This is an optimization exercise on Yosys and OpenROAD, whose aim is small area and a short achievable clock period, not a production implementation. At most, simulation tests tie the RTL to the original design; equivalence was not proved.

## old
==> flow/design.v <==
package cam_pkg;
  typedef enum logic [2:0] {
    OP_IDLE       = 3'd0,   
    OP_UPDATE_ALL = 3'd1,   
    OP_SEARCH     = 3'd2,   
    OP_UPDATE_ONE = 3'd3    
  } cam_op_t;
  localparam int LANES  = 16;   
  localparam int LANE_W = 32;   
  localparam int BEAT_W = LANES * LANE_W;
  typedef logic [LANE_W-1:0] lane_t;   
  typedef logic [BEAT_W-1:0] beat_t;   
  localparam lane_t TOPOLOGY_CODE    = 32'd4;     
  localparam lane_t UPDATE_DONE_CODE = 32'd100;   
endpackage
`timescale 1ns/1ns
module cam_control (
  input  logic         aclk,
  input  logic         areset,
  input  logic [2:0]   state,
  input  logic [31:0]  update_num,
  input  logic         s_tvalid,
  input  logic [31:0]  s_lo,
  output logic [3:0]   bank_we,
  output logic         srch_beat,
  output logic         done_pulse,
  output logic         echo_pulse
);
  logic [3:0] ptr;       
  logic       load_beat;
  logic       num_hi0;   
  logic       wrap;
  assign load_beat = s_tvalid && (state == 3'd1);
  assign srch_beat = s_tvalid && (state == 3'd2);
  assign echo_pulse = s_tvalid && (state == 3'd0) && (s_lo == 32'd4);
  assign num_hi0 = (update_num[27:2] == 26'd0);
  assign wrap = ptr[3] ||
                (num_hi0 && ((ptr[0] && update_num[1:0] == 2'd1) ||
                             (ptr[1] && update_num[1:0] == 2'd2) ||
                             (ptr[2] && update_num[1:0] == 2'd3)));
  always_ff @(posedge aclk) begin
    if (areset) begin
      ptr <= 4'b0001;
    end else if (load_beat) begin
      ptr <= wrap ? 4'b0001 : {ptr[2:0], 1'b0};
    end
  end
  assign bank_we    = {4{load_beat}} & ptr;
  assign done_pulse = load_beat && wrap;
endmodule
`timescale 1ns/1ns
module cam_entry_array (
  input  logic         aclk,
  input  logic [3:0]   bank_we,
  input  logic [511:0] wr_data,
  input  logic [31:0]  key,
  output logic [63:0]  hit
);
  for (genvar i = 0; i < 64; i++) begin : g_entry
    logic [31:0] entry_q;
    always_ff @(posedge aclk) begin
      if (bank_we[i / 16]) begin
        entry_q <= wr_data[(i % 16) * 32 +: 32];
      end
    end
    assign hit[i] = (entry_q == key);
  end
endmodule
`timescale 1ns/1ns
module cam_match_encoder (
  input  logic         aclk,
  input  logic         areset,
  input  logic         srch_beat,
  input  logic [63:0]  hit,
  output logic [6:0]   idx,
  output logic         idx_vld
);
  logic        v0;    
  logic        v1;    
  logic [63:0] hit_q;
  logic [6:0]  idx1;
  always_ff @(posedge aclk) begin
    if (areset) begin
      v0      <= 1'b0;
      v1      <= 1'b0;
      idx_vld <= 1'b0;
    end else begin
      v0      <= srch_beat;
      v1      <= v0;
      idx_vld <= v1;
    end
  end
  always_ff @(posedge aclk) begin
    hit_q <= hit;
  end
  logic [6:0] idx_d;
  always_comb begin
    idx_d = 7'h7f;
    for (int i = 63; i >= 0; i--) begin
      if (hit_q[i]) idx_d = 7'(i);
    end
  end
  always_ff @(posedge aclk) begin
    idx1 <= idx_d;
    idx  <= idx1;
  end
endmodule
`timescale 1ns/1ns
module cam_result_stage (
  input  logic           aclk,
  input  logic           areset,
  input  logic [6:0]     idx,
  input  logic           idx_vld,
  input  logic           done_pulse,
  input  logic           echo_pulse,
  input  logic           is_load,     
  input  logic [479:0]   s_hi,
  output logic           m_tvalid,
  output logic [511:0]   m_tdata,
  output logic           update_all_end
);
  logic [6:0]   lo_q;
  logic [479:0] hi_q;
  always_ff @(posedge aclk) begin
    if (areset) begin
      m_tvalid       <= 1'b0;
      update_all_end <= 1'b0;
    end else begin
      m_tvalid       <= idx_vld || done_pulse || echo_pulse;
      update_all_end <= done_pulse;
    end
  end
  always_ff @(posedge aclk) begin
    lo_q <= idx_vld ? idx : (is_load ? 7'd100 : 7'd4);
    hi_q <= s_hi & {480{~(idx_vld | is_load)}};
  end
  assign m_tdata = {hi_q, 25'd0, lo_q};
endmodule
`timescale 1ns/1ns
module cam_search_top #(
  parameter int CAM_SIZE = 64
) (
  input  logic         aclk,
  input  logic         areset,
  input  logic [31:0]  update_num,
  input  logic [2:0]   state,
  input  logic         s_tvalid,
  input  logic [511:0] s_tdata,
  output logic         m_tvalid,
  output logic [511:0] m_tdata,
  output logic         update_all_end
);
  logic [3:0]  bank_we;
  logic        srch_beat;
  logic        done_pulse;
  logic        echo_pulse;
  logic [63:0] hit;
  logic [6:0]  idx;
  logic        idx_vld;
  cam_control u_ctl (
    .aclk       (aclk),
    .areset     (areset),
    .state      (state),
    .update_num (update_num),
    .s_tvalid   (s_tvalid),
    .s_lo       (s_tdata[31:0]),
    .bank_we    (bank_we),
    .srch_beat  (srch_beat),
    .done_pulse (done_pulse),
    .echo_pulse (echo_pulse)
  );
  cam_entry_array u_arr (
    .aclk    (aclk),
    .bank_we (bank_we),
    .wr_data (s_tdata),
    .key     (s_tdata[31:0]),
    .hit     (hit)
  );
  cam_match_encoder u_enc (
    .aclk      (aclk),
    .areset    (areset),
    .srch_beat (srch_beat),
    .hit       (hit),
    .idx       (idx),
    .idx_vld   (idx_vld)
  );
  cam_result_stage u_res (
    .aclk           (aclk),
    .areset         (areset),
    .idx            (idx),
    .idx_vld        (idx_vld),
    .done_pulse     (done_pulse),
    .echo_pulse     (echo_pulse),
    .is_load        (state[0]),
    .s_hi           (s_tdata[511:32]),
    .m_tvalid       (m_tvalid),
    .m_tdata        (m_tdata),
    .update_all_end (update_all_end)
  );
endmodule
==> flow/config.mk <==
export PLATFORM = sky130hd
export DESIGN_NAME = cam_search_top
export DESIGN_NICKNAME = cam_search_top
export VERILOG_FILES = /design/flow/design.v
export SDC_FILE = /design/flow/constraint.sdc
export NUM_CORES = 4
export LEC_CHECK = 0
export CAP_MARGIN = 20
export CORE_MARGIN = 2
export CORE_UTILIZATION = 70
export SETUP_SLACK_MARGIN = 1.7
export SLEW_MARGIN = 20
==> flow/constraint.sdc <==
create_clock -name core_clock -period 3.6 [get_ports {aclk}]
set_input_delay 0.7200 -clock core_clock [delete_from_list [all_inputs] [get_ports {aclk}]]
set_output_delay 0.7200 -clock core_clock [all_outputs]
set_load 0.01 [all_outputs]
standard.sh (not shown) runs the stock make flow with config.mk's settings and CLKGATE_MAP_FILE= SYNTH_SCRIPT=/design/flow/synth_recipe.tcl, a recipe that flattens the netlist after the stock synthesis.
==> flow/flow/run.sh <==
#!/bin/bash
# The standard layout with three changes: inputs buffered with buf_1 and
# outputs with buf_4 (instead of the default delay cell), and larger clock
# sink clusters without dummy loads in the clock tree.
set -euo pipefail
W=$(pwd)
export PRE_GLOBAL_PLACE_TCL=$W/flow/pre_gp.tcl
export BUFFER_PORTS_ARGS="-outputs -buffer_cell sky130_fd_sc_hd__buf_4"
export CTS_ARGS="-sink_clustering_enable -repair_clock_nets -sink_clustering_size 25 -sink_clustering_max_diameter 100 -dont_use_dummy_load"
bash standard.sh > $W/standard.log 2>&1
==> flow/flow/pre_gp.tcl <==
# Runs before global placement's own port buffering: buffer the inputs with
# buf_1 here, after the usual removal of synthesis buffers, and make the
# script's later remove_buffers a no-op so these buffers stay. The script's
# own buffer_ports then buffers the outputs only (BUFFER_PORTS_ARGS).
if { $::env(GPL_TIMING_DRIVEN) } {
  remove_buffers
}
buffer_ports -inputs -buffer_cell sky130_fd_sc_hd__buf_1
rename remove_buffers my_flow_remove_buffers
proc remove_buffers {args} {}
> inputs changed (old -> new)
-- flow/design.v --
<<< old, line 55
  input  logic [511:0] wr_data,
  input  logic [31:0]  key,
  output logic [63:0]  hit
);
  for (genvar i = 0; i < 64; i++) begin : g_entry
>>> new, line 55
  input  logic [511:0] wr_data,
  input  logic [31:0]  key,
  output logic [63:0]  hit_lo,
  output logic [63:0]  hit_hi
);
  for (genvar i = 0; i < 64; i++) begin : g_entry
<<< old, line 64
      end
    end
    assign hit[i] = (entry_q == key);
  end
endmodule
>>> new, line 65
      end
    end
    assign hit_lo[i] = (entry_q[15:0]  == key[15:0]);
    assign hit_hi[i] = (entry_q[31:16] == key[31:16]);
  end
endmodule
<<< old, line 72
  input  logic         areset,
  input  logic         srch_beat,
  input  logic [63:0]  hit,
  output logic [6:0]   idx,
  output logic         idx_vld
>>> new, line 74
  input  logic         areset,
  input  logic         srch_beat,
  input  logic [63:0]  hit_lo,
  input  logic [63:0]  hit_hi,
  output logic [6:0]   idx,
  output logic         idx_vld
<<< old, line 78
  logic        v0;    
  logic        v1;    
  logic [63:0] hit_q;
  logic [6:0]  idx1;
  always_ff @(posedge aclk) begin
    if (areset) begin
>>> new, line 81
  logic        v0;    
  logic        v1;    
  logic [63:0] lo_q;
  logic [63:0] hi_q;
  logic [63:0] hit;
  logic [7:0]  g_any;
  logic [2:0]  g_loc [8];
  always_ff @(posedge aclk) begin
    if (areset) begin
<<< old, line 92
  end
  always_ff @(posedge aclk) begin
    hit_q <= hit;
  end
  logic [6:0] idx_d;
  always_comb begin
    idx_d = 7'h7f;
    for (int i = 63; i >= 0; i--) begin
      if (hit_q[i]) idx_d = 7'(i);
    end
  end
  always_ff @(posedge aclk) begin
    idx1 <= idx_d;
    idx  <= idx1;
  end
endmodule
>>> new, line 98
  end
  always_ff @(posedge aclk) begin
    lo_q <= hit_lo;
    hi_q <= hit_hi;
  end
  assign hit = lo_q & hi_q;
  for (genvar g = 0; g < 8; g++) begin : g_grp
    logic [2:0] loc;
    always_comb begin
      loc = '0;
      for (int j = 7; j >= 0; j--) begin
        if (hit[g * 8 + j]) loc = 3'(j);
      end
    end
    always_ff @(posedge aclk) begin
      g_any[g] <= |hit[g * 8 +: 8];
      g_loc[g] <= loc;
    end
  end
  logic [6:0] idx_d;
  always_comb begin
    idx_d = 7'h7f;
    for (int g = 7; g >= 0; g--) begin
      if (g_any[g]) idx_d = {1'b0, 3'(g), g_loc[g]};
    end
  end
  always_ff @(posedge aclk) begin
    idx <= idx_d;
  end
endmodule
<<< old, line 155
  logic        done_pulse;
  logic        echo_pulse;
  logic [63:0] hit;
  logic [6:0]  idx;
  logic        idx_vld;
>>> new, line 175
  logic        done_pulse;
  logic        echo_pulse;
  logic [63:0] hit_lo;
  logic [63:0] hit_hi;
  logic [6:0]  idx;
  logic        idx_vld;
<<< old, line 175
    .wr_data (s_tdata),
    .key     (s_tdata[31:0]),
    .hit     (hit)
  );
  cam_match_encoder u_enc (
>>> new, line 196
    .wr_data (s_tdata),
    .key     (s_tdata[31:0]),
    .hit_lo  (hit_lo),
    .hit_hi  (hit_hi)
  );
  cam_match_encoder u_enc (
<<< old, line 181
    .areset    (areset),
    .srch_beat (srch_beat),
    .hit       (hit),
    .idx       (idx),
    .idx_vld   (idx_vld)
>>> new, line 203
    .areset    (areset),
    .srch_beat (srch_beat),
    .hit_lo    (hit_lo),
    .hit_hi    (hit_hi),
    .idx       (idx),
    .idx_vld   (idx_vld)
Notes after the runs:
[compare] base=old new=new: overall die area climbed about 1.9%, worst-case register-to-register setup slack dropped 0.02 ns, area added between synthesis and finish barely changed, horizontal die dimension climbed 0.93%. Compared with old, new shows fraction of area in registers higher by 0.28 points. Against old, new comes in 2.0% higher on cell area.
Only the layout flow was run in new; the RTL was not checked for function there.

## what the ideal ports hide
In the flow no input, the clock included, has a driving cell. The finished layouts below were timed again as built, in two steps. Step 1 assumes that a clkbuf_16 drives the clock port and a buf_2 every other input. Step 2 adds t to the input delays and takes it off the output delays; t is the mean of the earliest and latest rising clock arrival at the registers after step 1. Input paths then give back, and output paths get back, about the clock's delay inside the block. Three values: no drivers, after step 1, after step 2; two values: the first two.
run | t (ns) | setup slack, ns | worst setup path at the end | worst slew at a driven data input, ns
old | 0.843 | 1.565 / 1.475 / 0.857 | input to register | 0.22
new | 0.858 | 1.560 / 1.467 / 0.836 | input to register | 0.20
After both steps every run listed still meets setup and hold. The setup slack of new, which loses most, moves by -0.093 ns with the drivers and by -0.724 ns with both steps.
